What follows belongs to an exercise in optimizing a design on an open flow for small area, a short achievable clock period and few clock cycles; a production flow would make more cautious choices. At most, simulation tests tie the RTL to the original design; equivalence was not proved. Power figures rest on the tool's default switching activity, not on a simulated workload.

Design expression_lexer_core, start of the top module:
module expression_lexer_core #(
  parameter int MAX_NAME_CHARS = 8,
  parameter int LINE_BITS      = 16
) (
  input  logic        clk,
  input  logic        rst_n,
  input  logic        in_valid,
  output logic        in_stall,
  input  logic [7:0]  in_char_code,
  input  logic        in_end_of_source,
  output logic        out_valid,
  input  logic        out_stall,
  output logic [3:0]  out_token_kind,
  output logic [30:0] out_number_value,
  output logic [63:0] out_name_chars,
  output logic [3:0]  out_name_length,
  output logic        out_name_truncated,
  output logic        out_number_overflow,
  output logic [15:0] out_line_number,
  output logic        out_last_of_run
);
Settings: LEC_CHECK=0, CAP_MARGIN=20, CORE_MARGIN=2, CORE_UTILIZATION=40, SETUP_SLACK_MARGIN=4.6, SLEW_MARGIN=20; clock period 7.0 ns.
run.sh (not shown) runs the stock make flow with config.mk's settings and CLKGATE_MAP_FILE= SYNTH_SCRIPT=/design/flow/synth_recipe.tcl, a recipe that flattens the netlist after the stock synthesis.
Testbench counts at the start, summed over its fixed seeds: cycles 24,069.
==> next run, changes <==
==> flow/flow/run.sh (new file) <==
#!/bin/bash
# Standard synthesis unchanged, then the standard layout with every port
# buffered by a buf_2 (instead of the delay buffer buffer_ports picks).
set -euo pipefail
bash standard.sh synth > synth.log 2>&1
bash standard.sh "BUFFER_PORTS_ARGS=-buffer_cell sky130_fd_sc_hd__buf_2" finish > layout.log 2>&1
==> flow/standard.sh (new file) <==
#!/bin/bash
# synth_recipe.tcl (not shown) runs the flow's synth.tcl, then flattens the netlist and writes it again
# the make line also repeats each setting of config.mk as NAME=value (left out here)
make -C /OpenROAD-flow-scripts/flow DESIGN_CONFIG=/design/flow/config.mk WORK_HOME=/design/flow/orfs CLKGATE_MAP_FILE= SYNTH_SCRIPT=/design/flow/synth_recipe.tcl "${@:-finish}"
- ABC_AREA: default -> 1
- SETUP_SLACK_MARGIN: 4.6 -> 4.2
removed: flow/run.sh
Effect: Die area is higher by 8.9%; count of clock-buffer cells in the layout is lower by 1; routed wire length is higher by 1.3%; hold slack is worse by 0.013 ns; non-clock buffer count is lower by 96; via count is higher by 16%; cell area is lower by 11%; global-route usage is lower by 0.95 points; cell count is higher by 26%; core utilization is lower by 11 points.
==> next run, changes <==
- ABC_AREA: 1 -> default
- SETUP_SLACK_MARGIN: 4.2 -> 3.6
- die area came out lower by 8.2%
- synthesized area shrinks by 8.4%
- setup slack loses 0.47 ns
- power came out lower by 19%

* * *

Starting RTL as in the previous note.
==> flow/config.mk <==
export PLATFORM = sky130hd
export DESIGN_NAME = expression_lexer_core
export DESIGN_NICKNAME = expression_lexer_core
export VERILOG_FILES = /design/flow/design.v
export SDC_FILE = /design/flow/constraint.sdc
export NUM_CORES = 4
export LEC_CHECK = 0
export CAP_MARGIN = 20
export CORE_MARGIN = 2
export CORE_UTILIZATION = 40
export SETUP_SLACK_MARGIN = 4.2
export SLEW_MARGIN = 20
==> flow/constraint.sdc <==
create_clock -name core_clock -period 7.0 [get_ports {clk}]
set_input_delay 1.4000 -clock core_clock [delete_from_list [all_inputs] [get_ports {clk}]]
set_output_delay 1.4000 -clock core_clock [all_outputs]
set_load 0.01 [all_outputs]
standard.sh (not shown) runs the stock make flow with config.mk's settings and CLKGATE_MAP_FILE= SYNTH_SCRIPT=/design/flow/synth_recipe.tcl, a recipe that flattens the netlist after the stock synthesis.
==> flow/flow/run.sh <==
#!/bin/bash
# Standard synthesis unchanged, then the standard layout with every port
# buffered by a buf_2 (instead of the delay buffer buffer_ports picks).
set -euo pipefail
bash standard.sh synth > synth.log 2>&1
bash standard.sh "BUFFER_PORTS_ARGS=-buffer_cell sky130_fd_sc_hd__buf_2" finish > layout.log 2>&1
The first run completed without violations.
Testbench counts at the start, summed over its fixed seeds: cycles 24,069.
Then changed:
==> flow/run.sh (new file) <==
#!/bin/bash
# synth_recipe.tcl (not shown) runs the flow's synth.tcl, then flattens the netlist and writes it again
# the make line also repeats each setting of config.mk as NAME=value (left out here)
make -C /OpenROAD-flow-scripts/flow DESIGN_CONFIG=/design/flow/config.mk WORK_HOME=/design/flow/orfs CLKGATE_MAP_FILE= SYNTH_SCRIPT=/design/flow/synth_recipe.tcl finish
removed: flow/flow/run.sh
removed: flow/standard.sh
Core utilization increases by 3.6 points.
Critical path depth stays the same.
Die area is unchanged.
Via count went up slightly.
Clock skew barely changes.
Synthesized cell count does not change.
Global-route usage rose by 1.0 points.
Sequential power is about the same.

* * *

== lane 1 ==
expression_lexer_core, a different RTL version from the one above (not shown whole).
For scale: roughly 1500 cells after synthesis, ~140 flip-flops, about 140 I/O pins.
==> flow/config.mk <==
export PLATFORM = sky130hd
export DESIGN_NAME = expression_lexer_core
export DESIGN_NICKNAME = expression_lexer_core
export VERILOG_FILES = /design/flow/design.v
export SDC_FILE = /design/flow/constraint.sdc
export NUM_CORES = 4
export LEC_CHECK = 0
export ABC_AREA = 1
export CAP_MARGIN = 20
export CORE_MARGIN = 2
export CORE_UTILIZATION = 40
export SETUP_SLACK_MARGIN = 3.9
export SLEW_MARGIN = 20
==> flow/constraint.sdc <==
create_clock -name core_clock -period 7.0 [get_ports {clk}]
set_input_delay 1.4000 -clock core_clock [delete_from_list [all_inputs] [get_ports {clk}]]
set_output_delay 1.4000 -clock core_clock [all_outputs]
set_load 0.01 [all_outputs]
==> flow/flow/run.sh <==
#!/bin/bash
# Standard synthesis unchanged, then the standard layout with every port
# buffered by a buf_2 (instead of the delay buffer buffer_ports picks).
set -euo pipefail
bash standard.sh synth > synth.log 2>&1
bash standard.sh "BUFFER_PORTS_ARGS=-buffer_cell sky130_fd_sc_hd__buf_2" finish > layout.log 2>&1
Lane 1 finished end to end and its layout was clean on timing, DRC and antenna.
Testbench counts of lane 1, summed over its fixed seeds: cycles 24,069.
### lane 1 -> lane 2
Settings: swapping 3.9 for 4.2 in SETUP_SLACK_MARGIN; swapping 40 for 65 in CORE_UTILIZATION.
### Flow results
Lane 2 did not stop at any stage, and its layout met the timing, DRC and antenna checks. Fmax: lane 2 above lane 1. Cmp lane 2 vs lane 1: post-synthesis to final-layout area growth higher in lane 2. Looking at lane 1 and lane 2, the design area is a wash. Tap cell count ended up about 43% lower on lane 2 than on lane 1.

* * *

== v17 ==
Another version of the RTL of expression_lexer_core (not shown whole).
Size: ~140 I/O pins, roughly 9300 sq um of cells after synthesis.
clock: 7.0 ns
lec_check: 0
abc_area: 1
cap_margin: 20
core_margin: 2
core_utilization: 40
setup_slack_margin: 4.2
slew_margin: 20
Scripts as last shown in full above: flow/flow/run.sh
The inputs of v14 differ from those of v17 as listed below.
# v17
export LEC_CHECK = 0
export ABC_AREA = 1
export CAP_MARGIN = 20
export CORE_MARGIN = 2
export CORE_UTILIZATION = 40
export SETUP_SLACK_MARGIN = 4.2
export SLEW_MARGIN = 20
create_clock -name core_clock -period 7.0 [get_ports {clk}]
# v14
export LEC_CHECK = 0
export ABC_AREA = 1
export CAP_MARGIN = 20
export CORE_MARGIN = 2
export CORE_UTILIZATION = 40
export CTS_BUF_LIST = sky130_fd_sc_hd__clkbuf_8
export SETUP_SLACK_MARGIN = 4.35
export SLEW_MARGIN = 20
create_clock -name core_clock -period 7.0 [get_ports {clk}]
Notes after the runs:
v14 completed every stage of the flow, and the final layout passed the timing, DRC and antenna checks. Going from v17 to v14, via count now sits higher, post-route worst setup slack held, routed wire length +4.2%. Compared with v17, v14 shows a lower met2 global-route usage. Relative to v17, the met2 routed wirelength measured on v14 has increased by a few percent. Between v14 and v17, the sequential group power is higher for v14. In the reports for v14 and v17, the larger total iterations of the first detailed-routing run belongs to v14. v14 against v17: detail-routed via count per cell higher, global-route usage rose 0.34 points.
No functional check of the RTL was part of any run of this note.

* * *

RTL: one of the versions met above, not the one the previous note started from.
Size in the first run: ~140 flip-flops.
clock: 7.0 ns
lec_check: 0
abc_area: 1
cap_margin: 20
core_margin: 2
core_utilization: 40
cts_buf_list: sky130_fd_sc_hd__clkbuf_8
setup_slack_margin: 4.2
slew_margin: 20
tns_end_percent: 5
Scripts as last shown in full above: flow/flow/run.sh
The baseline passed the timing, DRC and antenna checks.
Testbench counts at the start, summed over its fixed seeds: cycles 24,069.
Then changed:
- PLACE_DENSITY: not set -> 0.8
- TNS_END_PERCENT: 5 -> not set
=>
- final area rises by 2.5%
- non-clock buffer count rises by 5
- area after synthesis does not change
- sequential share of layout area falls by 0.68 points
- worst setup slack improves by 0.015 ns
- cell count rises by 0.40%
- power rises by about 6%
- combinational power rises by about 6%
- routed wire length falls by 0.30%
- sequential power stays flat
Then changed:
- CTS_BUF_LIST: sky130_fd_sc_hd__clkbuf_8 -> not set
- PLACE_DENSITY: 0.8 -> not set
What happened:
- The changed run produced a clean layout
- maximum frequency rises by 4.8%
- combinational power falls by about 5%
- first-iteration DRC count falls by 33%
- die area does not change
- count of clock-buffer cells in the layout rises by 1
- worst hold slack degrades by 0.022 ns
- final area is about the same
- synthesized area is unchanged
- worst setup slack improves by 0.13 ns
- routed wire length rises by about 1.1%
- register-to-register slack hardly moves
Then changed:
- CTS_BUF_LIST: not set -> sky130_fd_sc_hd__clkbuf_8
Outcome: Cell area fell by 1.3%; synthesized area stays the same; via count is about the same; total power goes down by 5.8%; combinational power hardly moves; global-route usage hardly moves.

* * *

expression_lexer_core, a different RTL version from the one above (not shown whole).
For scale: about 160 flip-flops, about 140 I/O pins, roughly 9200 sq um of cells after synthesis.
Settings: LEC_CHECK=0, CAP_MARGIN=20, CORE_MARGIN=2, CORE_UTILIZATION=40, SLEW_MARGIN=20; clock period 7.0 ns.
run.sh (not shown) runs the stock make flow with config.mk's settings and CLKGATE_MAP_FILE= SYNTH_SCRIPT=/design/flow/synth_recipe.tcl, a recipe that flattens the netlist after the stock synthesis.
Stock flow here: none of the scripts above is used.
Next try:
Settings changed: ABC_CLOCK_PERIOD_IN_PS from default to 2500.
Result: Design area stays the same. Wire length stays the same. Utilization does not change. Register-to-register slack barely changes. Area after synthesis stays the same. Critical path depth stays the same.
No run of this note included a check of the RTL's function; only the layout flow was run.

* * *

== P ==
RTL: one of the versions met above, not the one the previous note started from.
Size: about 1,500 cells after synthesis, roughly 140 I/O pins, roughly 10,000 um2 of cells after synthesis.
Settings: LEC_CHECK=0, ABC_AREA=1, CAP_MARGIN=20, CORE_MARGIN=2, CORE_UTILIZATION=40, CTS_BUF_LIST=sky130_fd_sc_hd__clkbuf_8, SETUP_SLACK_MARGIN=4.1, SLEW_MARGIN=20; clock period 7.0 ns.
standard.sh (not shown) runs the stock make flow with config.mk's settings and CLKGATE_MAP_FILE= SYNTH_SCRIPT=/design/flow/synth_recipe.tcl, a recipe that flattens the netlist after the stock synthesis.
Scripts as last shown in full above: flow/flow/run.sh
Testbench counts of P, summed over its fixed seeds: cycles 24,069.
Modified inputs, Q compared to P
# P
export LEC_CHECK = 0
export ABC_AREA = 1
export CAP_MARGIN = 20
export CORE_MARGIN = 2
export CORE_UTILIZATION = 40
export CTS_BUF_LIST = sky130_fd_sc_hd__clkbuf_8
export SETUP_SLACK_MARGIN = 4.1
export SLEW_MARGIN = 20
create_clock -name core_clock -period 7.0 [get_ports {clk}]
# Q
export LEC_CHECK = 0
export ABC_AREA = 1
export CAP_MARGIN = 20
export CORE_MARGIN = 2
export CORE_UTILIZATION = 50
export CTS_BUF_LIST = sky130_fd_sc_hd__clkbuf_8
export SETUP_SLACK_MARGIN = 4.2
export SLEW_MARGIN = 20
create_clock -name core_clock -period 7.0 [get_ports {clk}]
Slack of the critical path, Q and P: smaller value in P
P ended up with x_r[14] as its first element of the critical path; Q ended up with x_r[0].
Summary of Q over P: final critical delay including setup and external delays now sits lower; leakage power moved up; design area ~0 delta.
Between Q and P, the difference in overall power after layout is negligible.
Q against P: routed wire length dropped about 5.3%; fmax increased by about 4% relative to the old numbers; combinational group share of total power shows a reduction of 0.3 points; first-pass GRT wire length lower.
For R, these inputs were changed with respect to Q:
# Q
export LEC_CHECK = 0
export ABC_AREA = 1
export CAP_MARGIN = 20
export CORE_MARGIN = 2
export CORE_UTILIZATION = 50
export CTS_BUF_LIST = sky130_fd_sc_hd__clkbuf_8
export SETUP_SLACK_MARGIN = 4.2
export SLEW_MARGIN = 20
create_clock -name core_clock -period 7.0 [get_ports {clk}]
# R
export LEC_CHECK = 0
export ABC_AREA = 1
export CAP_MARGIN = 20
export CORE_MARGIN = 2
export CORE_UTILIZATION = 40
export CTS_BUF_LIST = sky130_fd_sc_hd__clkbuf_4 sky130_fd_sc_hd__clkbuf_8
export SETUP_SLACK_MARGIN = 4.2
export SLEW_MARGIN = 20
create_clock -name core_clock -period 7.0 [get_ports {clk}]
[summary]
- | fraction of the cycle the final worst path needs | R vs Q | ≈ equal |
- ~same via count in R and Q
- Fraction of layout instances using a drive strength above 1 (lower): Q
- Changes observed in R relative to Q: routed length on met2 essentially unchanged; wire length reported by the detailed router increased about 2.4%; combinational power essentially unchanged.
- NOTE: y dimension of the die in R exceeds that of Q
- Cmp R and Q / clock-buffer cell count / lower: Q
- Relative to Q, post-detailed-placement half-perimeter wirelength has increased by about 4% in R.

## what the ideal ports hide
No port has a modelled driver above. Below, the same layouts with a new extraction and two added sets of constraints. Step 1: set_driving_cell puts a clkbuf_16 on clk and a buf_2 on each other input, an assumption about the parent block. Step 2 also shifts input and output timing later by t, the mid clock arrival at the registers, as if the neighbouring blocks saw the same clock. a / b / c = no drivers / after step 1 / after step 2; a / b = the first two.
run | t, ns | setup WS [ns] | hold WS [ns]
the first run of note 1 | 0.476 | 3.902 / 3.902 / 3.902 | 0.490 / 0.490 / 0.490
the second run of note 1 | 0.465 | 4.225 / 4.180 / 3.915 | 0.477 / 0.477 / 0.477
the third run of note 1 | 0.476 | 3.754 / 3.732 / 3.456 | 0.512 / 0.512 / 0.512
the first run of note 2 | 0.475 | 3.792 / 3.792 / 3.792 | 0.517 / 0.517 / 0.517
the second run of note 2 | 0.476 | 3.868 / 3.833 / 3.810 | 0.519 / 0.519 / 0.519
lane 1 | 0.469 | 4.037 / 4.037 / 3.809 | 0.480 / 0.480 / 0.480
lane 2 | 0.461 | 4.238 / 4.196 / 3.861 | 0.481 / 0.481 / 0.481
v17 | 0.461 | 4.167 / 4.123 / 3.932 | 0.469 / 0.469 / 0.469
v14 | 0.494 | 4.167 / 4.128 / 4.036 | 0.475 / 0.475 / 0.475
the first run of note 5 | 0.495 | 4.155 / 4.114 / 3.698 | 0.474 / 0.474 / 0.474
the second run of note 5 | 0.495 | 4.170 / 4.134 / 3.830 | 0.494 / 0.494 / 0.494
the third run of note 5 | 0.462 | 4.299 / 4.253 / 3.953 | 0.472 / 0.472 / 0.472
the fourth run of note 5 | 0.496 | 4.246 / 4.205 / 3.946 | 0.476 / 0.476 / 0.476
the first run of note 6 | 0.475 | 2.369 / 2.369 / 2.369 | 0.544 / 0.544 / 0.544
the second run of note 6 | 0.475 | 2.369 / 2.369 / 2.369 | 0.544 / 0.544 / 0.544
P | 0.482 | 4.139 / 4.098 / 3.909 | 0.483 / 0.483 / 0.483
Q | 0.490 | 4.244 / 4.205 / 3.840 | 0.483 / 0.483 / 0.483
R | 0.497 | 4.246 / 4.205 / 3.948 | 0.479 / 0.479 / 0.479
After both steps setup and hold are still met in every run listed. For the first run of note 5, which loses most, drivers alone change the setup slack by -0.041 ns; drivers and shift together by -0.457 ns.
